From an optimization exercise on the open Yosys and OpenROAD flow, aimed at small area, a short achievable clock period and few clock cycles per item; shortcuts taken in it are not production practice. Where RTL was checked, it was by simulation tests only, not by an equivalence proof against the original. Power is estimated from default activity; no workload was simulated.

// ex_stage
module ex_stage
#(
  parameter int unsigned WIDTH = 32
) (
  input  logic             clk,
  input  logic             rst,
  input  logic             in_valid,
  output logic             in_ready,
  input  logic [3:0]       operation,
  input  logic [WIDTH-1:0] op_a,
  input  logic [WIDTH-1:0] op_b,
  input  logic [4:0]       shamt,
  input  logic [4:0]       rd,
  input  logic             reg_write,
  input  logic             stall_in,
  input  logic             flush,
  output logic             out_valid,
  output logic [WIDTH-1:0] result,
  output logic             zero,
  output logic [4:0]       out_rd,
  output logic             out_reg_write,
  output logic             busy
);
Size: about 2200 cells after synthesis, roughly 160 flip-flops, roughly 130 I/O pins, about 21000 µm² of cells after synthesis.
==> flow/config.mk <==
export PLATFORM = sky130hd
export DESIGN_NAME = ex_stage
export DESIGN_NICKNAME = ex_stage
export VERILOG_FILES = /design/flow/design.v
export SDC_FILE = /design/flow/constraint.sdc
export NUM_CORES = 4
export LEC_CHECK = 0
export ABC_AREA = 1
export CAP_MARGIN = 20
export CORE_MARGIN = 2
export CORE_UTILIZATION = 40
export CTS_BUF_LIST = sky130_fd_sc_hd__clkbuf_8
export SETUP_SLACK_MARGIN = 5
export SLEW_MARGIN = 20
export SYNTH_HIERARCHICAL = 1
==> flow/constraint.sdc <==
create_clock -name core_clock -period 10.0 [get_ports {clk}]
set_input_delay 2.0000 -clock core_clock [delete_from_list [all_inputs] [get_ports {clk}]]
set_output_delay 2.0000 -clock core_clock [all_outputs]
set_load 0.01 [all_outputs]
standard.sh (not shown) runs the stock make flow with config.mk's settings and CLKGATE_MAP_FILE= SYNTH_SCRIPT=/design/flow/synth_recipe.tcl, a recipe that flattens the netlist after the stock synthesis.
==> flow/flow/run.sh <==
#!/bin/bash
# The standard layout; the port buffers use the smallest buffer cell
# (every input and output port still gets its own buffer).
set -euo pipefail
bash standard.sh "BUFFER_PORTS_ARGS=-buffer_cell sky130_fd_sc_hd__buf_1" finish > flow_make.log 2>&1
Rerun with:
--- a/flow/design.v
+++ b/flow/design.v
@@ -645,13 +645,13 @@
   ex_fa u_fa195 (.a(fc166), .b(fs167), .c(fs139), .s(fs195), .co(fc195));
   wire fs196, fc196;
   ex_fa u_fa196 (.a(fc167), .b(fs168), .c(fs141), .s(fs196), .co(fc196));
   wire fs197, fc197;
   ex_fa u_fa197 (.a(fc168), .b(fs169), .c(fs143), .s(fs197), .co(fc197));
   assign tree_x = {fc196, fc195, fc194, fc193, fc192, fc191, fc190, fc189, fc188, fc187, fc186, fc185, fc184, fc183, fc182, fc181, fc180, fc179, fc178, fc177, fc176, fc175, fc174, fc173, fc172, fc171, fc170, hc21, hc20, hs20, pp0[1], pp0[0]};
-  assign tree_y = {fs197, fs196, fs195, fs194, fs193, fs192, fs191, fs190, fs189, fs188, fs187, fs186, fs185, fs184, fs183, fs182, fs181, fs180, fs179, fs178, fs177, fs176, fs175, fs174, fs173, fs172, fs171, fs170, hs21, bneg[1], 1'b0, bneg[0]};
+  assign tree_y = {fs197, fs196, fs195, fs194, fs193, fs192, fs191, fs190, fs189, fs188, fs187, fs186, fs185, fs184, fs183, fs182, fs181, fs180, fs179, fs178, fs177, fs176, fs175, fs174, fs173, fs172, fs171, fs170, hs21, bneg[1], 1'b0, 1'b0};
   logic [31:0] hp, hg, hp_rev;
   assign hp = tree_x ^ tree_y;
   assign hg = tree_x & tree_y;
   always_comb begin
     for (int i = 0; i < 32; i++) hp_rev[i] = hp[31 - i];
   end
@@ -671,57 +671,61 @@
         sg[l+1][j] = sg[l][2*j+1] | (sp[l][2*j+1] & sg[l][2*j]);
         sp[l+1][j] = sp[l][2*j+1] & sp[l][2*j];
       end
     end
     lt = ap[31] ? ~sg[5][0] : a0_q[31];
   end
-  logic [31:0] sp_d, sg_d;
-  assign sp_d = {ap[31:1], ~ap[0]};
-  assign sg_d = {ag[31:1], ap[0] | ag[0]};
   logic [31:0] p_d, g_d;
+  logic        c_d;
   always_comb begin
     p_d = 32'd0;
     g_d = 32'd0;
+    c_d = 1'b0;
     case (op0_q)
       OP_MUL, OP_SLL: begin
         p_d = hp;
         g_d = hg;
+        c_d = (op0_q == OP_MUL) & bneg[0];
       end
       OP_SRL:  p_d = hp_rev;
       OP_ADD: begin
         p_d = ap;
         g_d = ag;
       end
       OP_SUB: begin
-        p_d = sp_d;
-        g_d = sg_d;
+        p_d = ap;
+        g_d = ag;
+        c_d = 1'b1;
       end
       OP_SLT:  p_d = {31'd0, lt};
       OP_AND:  p_d = ag;
       OP_OR:   p_d = ap | ag;
       OP_XOR:  p_d = ap;
       OP_NOR:  p_d = ~(ap | ag);
       default: ;
     endcase
   end
   logic [31:0] p1_q, g1_q;
+  logic        c1_q;
   logic [4:0]  rd1_q;
   logic        rw1_q;
   always_ff @(posedge clk) begin
     if (ld1_s) begin
       p1_q  <= p_d;
       g1_q  <= g_d;
+      c1_q  <= c_d;
       rd1_q <= rd0_q;
       rw1_q <= rw0_q;
     end
   end
   logic [31:0] hg0, hpp0, hgk [0:4], hpk [0:4];
   logic [31:0] gall, cy;
   always_comb begin
     hg0  = g1_q;
     hpp0 = p1_q;
+    hg0[0] = g1_q[0] | (p1_q[0] & c1_q);
     hgk[0] = hg0;
     hpk[0] = hpp0;
     for (int i = 1; i < 32; i += 2) begin
       hgk[0][i] = hg0[i] | (hpp0[i] & hg0[i-1]);
       hpk[0][i] = hpp0[i] & hpp0[i-1];
     end
@@ -735,16 +739,16 @@
         end
       end
     end
     gall = hgk[4];
     for (int i = 2; i < 32; i += 2)
       gall[i] = hg0[i] | (hpp0[i] & hgk[4][i-1]);
-    cy = {gall[30:0], 1'b0};
+    cy = {gall[30:0], c1_q};
   end
   logic [31:0] zterm;
-  assign zterm = p1_q ^ {p1_q[30:0] | g1_q[30:0], 1'b0};
+  assign zterm = p1_q ^ {p1_q[30:0] | g1_q[30:0], c1_q};
   assign result        = p1_q ^ cy;
   assign zero          = ~|zterm;
   assign out_valid     = v1_q;
   assign out_rd        = rd1_q;
   assign out_reg_write = rw1_q;
   assign busy          = v0_q;
After rerunning: Utilization climbs by 0.31 points; final area drops by 0.93%; routed wire length drops by 0.70%; non-clock buffer count drops by 23; synthesized area drops by 0.70%; final cell count drops by 0.82%; hold slack improves by 3.7 ps; power drops by 11%; clock-buffer cell count stays the same.
Testbench counts after the change, summed over its fixed seeds: cycles 13,329, items 12,000.
Function not checked in the first run of this note: the RTL went through the layout flow alone.

## the baseline
Another version of the RTL of ex_stage (not shown whole).
Size: about 2400 cells after synthesis, about 130 I/O pins, about 21000 µm² of cells after synthesis.
==> flow/config.mk <==
export PLATFORM = sky130hd
export DESIGN_NAME = ex_stage
export DESIGN_NICKNAME = ex_stage
export VERILOG_FILES = /design/flow/design.v
export SDC_FILE = /design/flow/constraint.sdc
export NUM_CORES = 4
export LEC_CHECK = 0
export ABC_AREA = 1
export CAP_MARGIN = 20
export CORE_MARGIN = 2
export CORE_UTILIZATION = 40
export CTS_BUF_LIST = sky130_fd_sc_hd__clkbuf_8
export SETUP_SLACK_MARGIN = 5
export SLEW_MARGIN = 20
export SYNTH_HIERARCHICAL = 1
==> flow/constraint.sdc <==
create_clock -name core_clock -period 10.0 [get_ports {clk}]
set_input_delay 2.0000 -clock core_clock [delete_from_list [all_inputs] [get_ports {clk}]]
set_output_delay 2.0000 -clock core_clock [all_outputs]
set_load 0.01 [all_outputs]
Scripts as last shown in full above: flow/flow/run.sh
#### Input delta (the candidate over the baseline)
--- a/flow/design.v
+++ b/flow/design.v
@@ -646,18 +646,17 @@
   wire fs196, fc196;
   ex_fa u_fa196 (.a(fc167), .b(fs168), .c(fs141), .s(fs196), .co(fc196));
   wire fs197, fc197;
   ex_fa u_fa197 (.a(fc168), .b(fs169), .c(fs143), .s(fs197), .co(fc197));
   assign tree_x = {fc196, fc195, fc194, fc193, fc192, fc191, fc190, fc189, fc188, fc187, fc186, fc185, fc184, fc183, fc182, fc181, fc180, fc179, fc178, fc177, fc176, fc175, fc174, fc173, fc172, fc171, fc170, hc21, hc20, hs20, pp0[1], pp0[0]};
   assign tree_y = {fs197, fs196, fs195, fs194, fs193, fs192, fs191, fs190, fs189, fs188, fs187, fs186, fs185, fs184, fs183, fs182, fs181, fs180, fs179, fs178, fs177, fs176, fs175, fs174, fs173, fs172, fs171, fs170, hs21, bneg[1], 1'b0, 1'b0};
-  logic [31:0] tx_rev, ty_rev;
+  logic [31:0] hp, hg, hp_rev;
+  assign hp = tree_x ^ tree_y;
+  assign hg = tree_x & tree_y;
   always_comb begin
-    for (int i = 0; i < 32; i++) begin
-      tx_rev[i] = tree_x[31 - i];
-      ty_rev[i] = tree_y[31 - i];
-    end
+    for (int i = 0; i < 32; i++) hp_rev[i] = hp[31 - i];
   end
   logic [31:0] ap, ag;
   assign ap = a0_q ^ b0_raw;
   assign ag = a0_q & b0_raw;
   logic [31:0] sg [0:5];
   logic [31:0] sp [0:5];
@@ -672,61 +671,55 @@
         sg[l+1][j] = sg[l][2*j+1] | (sp[l][2*j+1] & sg[l][2*j]);
         sp[l+1][j] = sp[l][2*j+1] & sp[l][2*j];
       end
     end
     lt = ap[31] ? ~sg[5][0] : a0_q[31];
   end
-  logic [31:0] x_d, y_d;
+  logic [31:0] p_d, g_d;
   logic        c_d;
   always_comb begin
-    x_d = 32'd0;
-    y_d = 32'd0;
+    p_d = 32'd0;
+    g_d = 32'd0;
     c_d = 1'b0;
     case (op0_q)
       OP_MUL, OP_SLL: begin
-        x_d = tree_x;
-        y_d = tree_y;
+        p_d = hp;
+        g_d = hg;
         c_d = (op0_q == OP_MUL) & bneg[0];
       end
-      OP_SRL: begin
-        x_d = tx_rev;
-        y_d = ty_rev;
-      end
+      OP_SRL:  p_d = hp_rev;
       OP_ADD: begin
-        x_d = a0_q;
-        y_d = b0_raw;
+        p_d = ap;
+        g_d = ag;
       end
       OP_SUB: begin
-        x_d = a0_q;
-        y_d = b0_raw;
+        p_d = ap;
+        g_d = ag;
         c_d = 1'b1;
       end
-      OP_SLT:  x_d = {31'd0, lt};
-      OP_AND:  x_d = ag;
-      OP_OR:   x_d = ap | ag;
-      OP_XOR:  x_d = ap;
-      OP_NOR:  x_d = ~(ap | ag);
+      OP_SLT:  p_d = {31'd0, lt};
+      OP_AND:  p_d = ag;
+      OP_OR:   p_d = ap | ag;
+      OP_XOR:  p_d = ap;
+      OP_NOR:  p_d = ~(ap | ag);
       default: ;
     endcase
   end
-  logic [31:0] x1_q, y1_q;
+  logic [31:0] p1_q, g1_q;
   logic        c1_q;
   logic [4:0]  rd1_q;
   logic        rw1_q;
   always_ff @(posedge clk) begin
     if (ld1_s) begin
-      x1_q  <= x_d;
-      y1_q  <= y_d;
+      p1_q  <= p_d;
+      g1_q  <= g_d;
       c1_q  <= c_d;
       rd1_q <= rd0_q;
       rw1_q <= rw0_q;
     end
   end
-  logic [31:0] p1_q, g1_q;
-  assign p1_q = x1_q ^ y1_q;
-  assign g1_q = x1_q & y1_q;
   logic [31:0] hg0, hpp0, hgk [0:4], hpk [0:4];
   logic [31:0] gall, cy;
   always_comb begin
     hg0  = g1_q;
     hpp0 = p1_q;
     hg0[0] = g1_q[0] | (p1_q[0] & c1_q);
@@ -748,16 +741,14 @@
     end
     gall = hgk[4];
     for (int i = 2; i < 32; i += 2)
       gall[i] = hg0[i] | (hpp0[i] & hgk[4][i-1]);
     cy = {gall[30:0], c1_q};
   end
-  logic [31:0] zterm;
-  assign zterm = p1_q ^ {p1_q[30:0] | g1_q[30:0], c1_q};
   assign result        = p1_q ^ cy;
-  assign zero          = ~|zterm;
+  assign zero          = ~|result;
   assign out_valid     = v1_q;
   assign out_rd        = rd1_q;
   assign out_reg_write = rw1_q;
   assign busy          = v0_q;
 endmodule
 module ex_fa (
==> comparison <==
The startpoint of the worst setup timing path comes out x1_q[0] in one run and c1_q in the other, namely in the baseline and the candidate respectively. Delta (the candidate minus the baseline): highest achievable clock rate barely changed; final area has decreased; register-to-register slack barely changed; final cycle utilization of the critical path saw little to no change. Register area of the candidate falls short of that of the baseline slightly. In the candidate, the number of inserted filler cells in the final layout came out about 8% below the value in the baseline. Taking the baseline as 1.0, the candidate lands at 0.915 on number of instances in the synthesized netlist. Against the baseline, clock period minus final worst setup slack in the candidate came out worse. Setup slack of the critical path after layout for the candidate is lower than for the baseline. Re placeable core area: the baseline was higher than the candidate.
Function was not checked in any run of this note: the RTL went through the layout flow alone.

==> port drivers added, routing unchanged <==
No port has a modelled driver above. Below, the same layouts with a new extraction and two added sets of constraints. Step 1: set_driving_cell puts a clkbuf_16 on clk and a buf_2 on each other input, an assumption about the parent block. Step 2 also shifts input and output timing later by t, the mid clock arrival at the registers, as if the neighbouring blocks saw the same clock. a / b / c = no drivers / after step 1 / after step 2; a / b = the first two.
run	t (ns)	setup WS [ns]	worst setup path after step 2	latest minus earliest clock arrival (ns)	worst data-port slew with drivers (ns)
the first run of note 1	0.526	4.983 / 4.983 / 4.736	input to register	0.022 / 0.022	0.04
the second run of note 1	0.554	4.982 / 4.982 / 4.710	input to register	0.018 / 0.018	0.05
the baseline	0.530	4.691 / 4.637 / 4.737	input to register	0.018 / 0.019	0.05
the candidate	0.540	4.681 / 4.629 / 4.791	input to register	0.026 / 0.026	0.08
After both steps setup and hold are still met in every run listed. The setup slack of the second run of note 1, which loses most, moves by 0.000 ns with the drivers and by -0.272 ns with both steps.
